Context: an optimization exercise on an open-source flow, tuned for small area, a short achievable clock period and few clock cycles. The choices shown serve that exercise and are no tape-out recipe. Only simulation tests tie the RTL to the original design; equivalence was not proved. Power is estimated from default activity; no workload was simulated.

==> run E <==
// ProcessingElement
module ProcessingElement #(
    parameter int MaxFiltW = PECfg::DefMaxFiltW,
    parameter int MaxOutW  = PECfg::DefMaxOutW,
    parameter int MaxCh    = PECfg::DefMaxCh
) (
    input  logic                         i_clk,
    input  logic                         i_rstN,
    input  logic                         i_start,
    input  logic [$clog2(MaxFiltW+1)-1:0] i_filtW,
    input  logic [$clog2(MaxOutW+1)-1:0]  i_outW,
    input  logic [$clog2(MaxCh+1)-1:0]    i_numCh,
    input  logic                         i_ipixValid,
    input  PECfg::Pix                    i_ipix,
    input  logic                         i_wpixValid,
    input  PECfg::Pix                    i_wpix,
    output logic                         o_fwdValid,
    output PECfg::Pix                    o_fwdPix,
    output logic                         o_psumValid,
    output PECfg::Psum                   o_psum,
    output logic                         o_done
);
export LEC_CHECK = 0
export CAP_MARGIN = 20
export CORE_MARGIN = 2
export CORE_UTILIZATION = 60
export SLEW_MARGIN = 20
create_clock -name core_clock -period 8.0 [get_ports {i_clk}]
standard.sh (not shown) runs the stock make flow with config.mk's settings and CLKGATE_MAP_FILE= SYNTH_SCRIPT=/design/flow/synth_recipe.tcl, a recipe that flattens the netlist after the stock synthesis.
==> flow/flow/run.sh <==
#!/bin/bash
# The standard ORFS layout, except that the ports get a plain buffer
# (buf_2) instead of the delay cell buffer_ports picks by default, and timing
# repair aims for a little more setup slack than config.mk may ask for.
set -euo pipefail
cd "$(dirname "$0")/.."
bash standard.sh SETUP_SLACK_MARGIN=5.3 "BUFFER_PORTS_ARGS=-buffer_cell sky130_fd_sc_hd__buf_2" finish > standard_flow.log 2>&1
==> run R (differences from run E) <==
--- a/flow/config.mk
+++ b/flow/config.mk
@@ -10,2 +10,4 @@
 export CORE_UTILIZATION = 60
+export CTS_CLUSTER_DIAMETER = 100
+export CTS_CLUSTER_SIZE = 30
 export SLEW_MARGIN = 20
==> impl_metrics.tcl <==
set metrics [dict create \
    status "timing/DRC/antenna clean" \
    fin_area_um2 53550 \
    multiInputGateArea_um2 13950 \
    sw_frac_of_total_pct 24.46 \
    antenna_found_initial 4 \
    antenna_cells 2 \
    total_power_mw 13.79 \
    irDropWorstVdd_v 0.0002034 \
    grt_pass1_wl_um 142000 \
    use_met2_pct 34.83 \
]
[end of results for run R]
==> impl_metrics.tcl <==
set metrics [dict create \
    status "timing/DRC/antenna clean" \
    pg_seq_mw 8.67 \
    sw_frac_of_total_pct 23.62 \
    antenna_found_initial 2 \
    fin_area_um2 56550 \
    irDropWorstVdd_v 0.0002537 \
    grt_pass1_wl_um 146500 \
    total_power_mw 16.86 \
    holdPathStages 0 \
    antenna_cells 1 \
    use_met2_pct 35.14 \
    multiInputGateArea_um2 13940 \
]
[end of results for run E]
Testbench counts of run E, summed over its fixed seeds: cycles 8,124.
Testbench counts of run R, summed over its fixed seeds: cycles 8,124.

* * *

==> run M: inputs <==
Another version of the RTL of ProcessingElement (not shown whole).
export LEC_CHECK = 0
export CAP_MARGIN = 20
export CORE_MARGIN = 2
export CORE_UTILIZATION = 60
export SETUP_SLACK_MARGIN = 5.0
export SLEW_MARGIN = 20
create_clock -name core_clock -period 8.0 [get_ports {i_clk}]
==> flow/flow/run.sh <==
#!/bin/bash
# The standard ORFS layout, except that the ports get a plain buffer
# (buf_2) instead of the delay cell buffer_ports picks by default.
set -euo pipefail
cd "$(dirname "$0")/.."
bash standard.sh "BUFFER_PORTS_ARGS=-buffer_cell sky130_fd_sc_hd__buf_2" finish > standard_flow.log 2>&1
==> inputs of run P, as changes to run M <==
--- a/flow/design.v
+++ b/flow/design.v
@@ -28,15 +28,15 @@
     input  logic [7:0]  a1,
     input  logic [7:0]  b1,
     input  logic [7:0]  a2,
     input  logic [7:0]  b2,
     input  logic [7:0]  a3,
     input  logic [7:0]  b3,
-    input  logic [18:0] h,
-    output logic [18:0] o_rowA,
-    output logic [18:0] o_rowB
+    input  logic [19:0] h,
+    output logic [19:0] o_rowA,
+    output logic [19:0] o_rowB
 );
     logic pp_0_0_0;
     logic pp_0_0_1;
     logic pp_0_0_2;
     logic pp_0_0_3;
     logic pp_0_0_4;
@@ -616,12 +616,13 @@
     logic s519, c520;
     logic s521, c522;
     logic s523, c524;
     logic s525, c526;
     logic s527, c528;
     logic s529, c530;
+    logic s531, c532;
     logic r2_r1_s171;
     logic r2_h_0;
     logic r2_r1_s287;
     logic r2_h_1;
     logic r2_r1_s365;
     logic r2_h_2;
@@ -653,12 +654,14 @@
     logic r2_c524;
     logic r2_s525;
     logic r2_c526;
     logic r2_s527;
     logic r2_c528;
     logic r2_s529;
+    logic r2_c530;
+    logic r2_s531;
     assign pp_0_0_0 = a0[0] & b0[0];
     assign pp_0_0_1 = a0[0] & b0[1];
     assign pp_0_0_2 = a0[0] & b0[2];
     assign pp_0_0_3 = a0[0] & b0[3];
     assign pp_0_0_4 = a0[0] & b0[4];
     assign pp_0_0_5 = a0[0] & b0[5];
@@ -1439,12 +1442,14 @@
     assign s525 = c496 ^ s497;
     assign c526 = c496 & s497;
     assign s527 = c498 ^ 1'b1 ^ h[17];
     assign c528 = (c498 & 1'b1) | (h[17] & (c498 ^ 1'b1));
     assign s529 = 1'b1 ^ h[18];
     assign c530 = 1'b1 & h[18];
+    assign s531 = 1'b1 ^ h[19];
+    assign c532 = 1'b1 & h[19];
     always_ff @(posedge i_clk) begin
         r1_s171 <= s171;
         r1_s287 <= s287;
         r1_s365 <= s365;
         r1_c366 <= c366;
         r1_s367 <= s367;
@@ -1540,15 +1545,17 @@
         r2_c524 <= c524;
         r2_s525 <= s525;
         r2_c526 <= c526;
         r2_s527 <= s527;
         r2_c528 <= c528;
         r2_s529 <= s529;
+        r2_c530 <= c530;
+        r2_s531 <= s531;
     end
-    assign o_rowA = {r2_c528, r2_c526, r2_c524, r2_c522, r2_c520, r2_c518, r2_c516, r2_c514, r2_c512, r2_c510, r2_c508, r2_c506, r2_c504, r2_c502, r2_c500, r2_s499, r2_r1_s365, r2_r1_s287, r2_r1_s171};
-    assign o_rowB = {r2_s529, r2_s527, r2_s525, r2_s523, r2_s521, r2_s519, r2_s517, r2_s515, r2_s513, r2_s511, r2_s509, r2_s507, r2_s505, r2_s503, r2_s501, 1'b0, r2_h_2, r2_h_1, r2_h_0};
+    assign o_rowA = {r2_c530, r2_c528, r2_c526, r2_c524, r2_c522, r2_c520, r2_c518, r2_c516, r2_c514, r2_c512, r2_c510, r2_c508, r2_c506, r2_c504, r2_c502, r2_c500, r2_s499, r2_r1_s365, r2_r1_s287, r2_r1_s171};
+    assign o_rowB = {r2_s531, r2_s529, r2_s527, r2_s525, r2_s523, r2_s521, r2_s519, r2_s517, r2_s515, r2_s513, r2_s511, r2_s509, r2_s507, r2_s505, r2_s503, r2_s501, 1'b0, r2_h_2, r2_h_1, r2_h_0};
 endmodule
 `timescale 1ns/1ps
 module ProcessingElement #(
     parameter int MaxFiltW = PECfg::DefMaxFiltW,
     parameter int MaxOutW  = PECfg::DefMaxOutW,
     parameter int MaxCh    = PECfg::DefMaxCh
@@ -1575,36 +1582,33 @@
     logic [3:0] cW1;
     logic [4:0] cR1;
     logic       run;             
     logic       pMore, wMore;    
     logic [4:0] pI;
     logic [1:0] pCh;
-    logic [1:0] wJ;              
-    logic [2:0] wC;              
+    logic [1:0] wJ, wC;          
+    logic [2:0] wChDone;         
     logic [6:0] skipCnt;         
     logic       fwdValid, pTake;
     logic [7:0] fwdPix;
     logic       fb, rep, repFin;
     logic [NPix*8-1:0] chain;
     logic [127:0] wslot;
     logic [4:0] eI;
     logic [1:0] eCh;
     logic [7:0]  twR [4];
     logic        v1, z1, l1, v2, z2, l2, aV, aLast;
-    logic [18:0] rowA, rowB, headNx;
-    localparam int RW = 19;
-    logic [NPs*RW-1:0] ring;
-    logic [RW-1:0]     outSel;
+    logic [19:0] rowA, rowB, headNx;
+    logic [NPs*20-1:0] ring;
     logic [4:0]  kFin, pend, dCnt, q;    
     logic        psumValid, dLastR, doneR;
     logic [19:0] outR;
     logic        drOK, drainNow, drRot, ringEn, engDone, finStep, lastDrain, ldNow;
     logic startNow, accP, accW, pRowEnd, pLastR, wLastR, pMoreN, wMoreN;
     logic [4:0] pI_n;
-    logic [1:0] pCh_n, wJ_n;
-    logic [2:0] wC_n;
+    logic [1:0] pCh_n, wJ_n, wC_n;
     assign startNow = i_start && !run;
     assign accP     = i_ipixValid && pMore;
     assign accW     = i_wpixValid && wMore;
     assign pRowEnd  = (pI == cR1);
     assign pMoreN   = pMore && !(accP && pLastR);
     assign wMoreN   = wMore && !(accW && wLastR);
@@ -1624,45 +1628,47 @@
         if (accP) begin
             pI_n  = pRowEnd ? 5'd0 : pI + 5'd1;
             pCh_n = pCh + 2'(pRowEnd);
         end
         if (accW) begin
             wJ_n = (wJ == 2'd0) ? cF1 : wJ - 2'd1;
-            wC_n = wC + 3'(wJ == 2'd0);
+            wC_n = wC + 2'(wJ == 2'd0);
         end
     end
     always_ff @(posedge i_clk) begin
         if (startNow) begin
             pI      <= '0;
             pCh     <= '0;
             wJ      <= 2'(i_filtW - 3'd1);
             wC      <= '0;
+            wChDone <= '0;
             pLastR  <= 1'b0;
             wLastR  <= (i_filtW == 3'd1) && (i_numCh == 3'd1);
         end else begin
             pI      <= pI_n;
             pCh     <= pCh_n;
             wJ      <= wJ_n;
             wC      <= wC_n;
+            wChDone <= wChDone + 3'(accW && wJ == 2'd0);
             pLastR  <= (pI_n == cR1) && (pCh_n == cC1);
-            wLastR  <= (wJ_n == 2'd0) && (wC_n == 3'(cC1));
+            wLastR  <= (wJ_n == 2'd0) && (wC_n == cC1);
         end
     end
     for (genvar k = 0; k < 16; k++) begin : g_wslot
         always_ff @(posedge i_clk) begin
-            if (accW && {wC[1:0], wJ} == 4'(k)) wslot[8*k +: 8] <= i_wpix;
+            if (accW && {wC, wJ} == 4'(k)) wslot[8*k +: 8] <= i_wpix;
         end
     end
     logic       ldDone, repRot, evX, winFull, wOK, stepReq, step, eRowEnd;
     logic [7:0] X;
     assign ldDone  = run && !pMore && !wMore;
     assign repRot  = rep && !repFin;
     assign evX     = rep ? (repRot && skipCnt == 7'd0) : pTake;
     assign X       = rep ? chain[7:0] : fwdPix;
     assign winFull = (eI >= 5'(cF1));
-    assign wOK     = (3'(eCh) < wC);
+    assign wOK     = (3'(eCh) < wChDone);
     assign stepReq = evX && winFull && (rep || !fb);
     assign step    = stepReq && (rep || wOK);
     assign eRowEnd = (eI == cR1);
     always_ff @(posedge i_clk) begin
         fwdPix <= i_ipix;
         if (!i_rstN) begin
@@ -1745,35 +1751,34 @@
         .a3     (chain[72*8 +: 8]),
         .b3     (twR[3]),
         .h      (headNx),
         .o_rowA (rowA),
         .o_rowB (rowB)
     );
-    logic [RW-1:0] newv;
+    logic [19:0] newv;
     assign drOK     = run && (kFin != 5'd0) && (q < 5'd6);
     assign ldNow    = (!pMore || (i_ipixValid && pLastR)) && (!wMore || (i_wpixValid && wLastR));
     assign drainNow = drOK && ldNow;
     assign drRot    = run && engDone;
     assign ringEn   = aV || drRot;
     assign finStep  = aV && aLast;
     assign lastDrain = drainNow && (dCnt == 5'(cW1));
-    assign headNx = (v2 && z2) ? 19'd0 : (ringEn ? ring[RW +: RW] : ring[0 +: RW]);
+    assign headNx = (v2 && z2) ? 20'd0 : (ringEn ? ring[20 +: 20] : ring[0 +: 20]);
     assign newv   = rowA + rowB;
     for (genvar k = 0; k < NPs; k++) begin : g_ring
-        if (k < 2 || k == NPs - 2) begin : g_shift
+        if (k < 3) begin : g_lo
             always_ff @(posedge i_clk) begin
-                if (ringEn) ring[RW*k +: RW] <= ring[RW*(k+1) +: RW];
+                if (ringEn) ring[20*k +: 20] <= ring[20*(k+1) +: 20];
             end
-        end else if (k == NPs - 1) begin : g_tail
+        end else if (k == NPs - 1) begin : g_top
             always_ff @(posedge i_clk) begin
-                if (ringEn) ring[RW*k +: RW] <= newv;
+                if (ringEn) ring[20*k +: 20] <= newv;
             end
         end else begin : g_mid
             always_ff @(posedge i_clk) begin
-                if (ringEn) ring[RW*k +: RW] <= (cW1 <= 4'(k + 1)) ? ring[RW*(NPs-1) +: RW]
-                                                                  : ring[RW*(k+1) +: RW];
+                if (ringEn) ring[20*k +: 20] <= (cW1 <= 4'(k)) ? newv : ring[20*(k+1) +: 20];
             end
         end
     end
     always_ff @(posedge i_clk) begin
         if (startNow) begin
             engDone <= 1'b0;
@@ -1792,25 +1797,21 @@
             engDone <= (pend == 5'd0) || (finStep && pend == 5'd1);
             kFin <= drainNow ? kFin + 5'(finStep) - 5'd1 : kFin + 5'(finStep);
             dCnt <= drainNow ? dCnt + 5'd1 : dCnt;
             q    <= drainNow ? q - 5'(finStep || drRot) + 5'd1 : q - 5'(finStep || drRot);
         end
     end
-    always_comb begin
-        if (q == 5'(cW1)) outSel = ring[(NPs-1)*RW +: RW];
-        else case (q[2:0])
-            3'd0:    outSel = ring[0*RW +: RW];
-            3'd1:    outSel = ring[1*RW +: RW];
-            3'd2:    outSel = ring[2*RW +: RW];
-            3'd3:    outSel = ring[3*RW +: RW];
-            3'd4:    outSel = ring[4*RW +: RW];
-            default: outSel = ring[5*RW +: RW];
-        endcase
-    end
     always_ff @(posedge i_clk) begin
-        outR <= {outSel[RW-1] && outSel[RW-2:0] != '0, outSel};
+        case (q[2:0])
+            3'd0:    outR <= ring[0*20 +: 20];
+            3'd1:    outR <= ring[1*20 +: 20];
+            3'd2:    outR <= ring[2*20 +: 20];
+            3'd3:    outR <= ring[3*20 +: 20];
+            3'd4:    outR <= ring[4*20 +: 20];
+            default: outR <= ring[5*20 +: 20];
+        endcase
         if (!i_rstN) begin
             psumValid <= 1'b0;
             dLastR    <= 1'b0;
             doneR     <= 1'b0;
         end else begin
             psumValid <= drainNow;
==> flow/run.sh (new file) <==
#!/bin/bash
# synth_recipe.tcl (not shown) runs the flow's synth.tcl, then flattens the netlist and writes it again
# the make line also repeats each setting of config.mk as NAME=value (left out here)
make -C /OpenROAD-flow-scripts/flow DESIGN_CONFIG=/design/flow/config.mk WORK_HOME=/design/flow/orfs CLKGATE_MAP_FILE= SYNTH_SCRIPT=/design/flow/synth_recipe.tcl finish
removed: flow/flow/run.sh
removed: flow/standard.sh
==> run notes <==
- Run M completed without violations. Run P completed with no timing, DRC or antenna violations.
- Total power: run M is smaller than run P (about 6%).
- Between run M and run P, the lower area after synthesis is in run M (gap 1.3%, measured against run P).
- Combinational power: run P is larger than run M (about 80%).
- Cell area: run P is larger than run M (about 1.2%).
- In run P the clock skew is lower than in run M, by 0.047 ns.
Testbench counts of run M, summed over its fixed seeds: cycles 8,124.
Testbench counts of run P, summed over its fixed seeds: cycles 8,124.

what the ideal ports hide:
The flow's constraints put no driver on any port. The routed layouts listed below were extracted and timed again, unchanged, in two steps.
Step 1 sets driving cells, clkbuf_16 on the clock port and buf_2 on the other inputs (assumed; they add their load-dependent delay and slew).
Step 2 adds t to the input delays and takes it off the output delays; t is the mean of the earliest and latest rising clock arrival at the registers after step 1. Input paths then give back, and output paths get back, about the clock's delay inside the block.
Three values: ideal, step 1, step 2; two values: the first two.
run | shift t [ns] | setup WS [ns] | worst setup path after step 2 | clock arrival spread, ns | worst data-port slew with drivers (ns)
run E | 0.788 | 5.194 / 5.126 / 4.744 | input to register | 0.031 / 0.030 | 0.08
run R | 0.712 | 5.257 / 5.192 / 4.749 | input to register | 0.032 / 0.033 | 0.08
run M | 0.763 | 4.871 / 4.871 / 4.475 | input to register | 0.072 / 0.072 | 0.08
run P | 0.788 | 4.962 / 4.949 / 4.160 | input to register | 0.027 / 0.027 | 0.09
After both steps every run listed still meets setup and hold. For run P, which loses most, drivers alone change the setup slack by -0.013 ns; drivers and shift together by -0.802 ns.
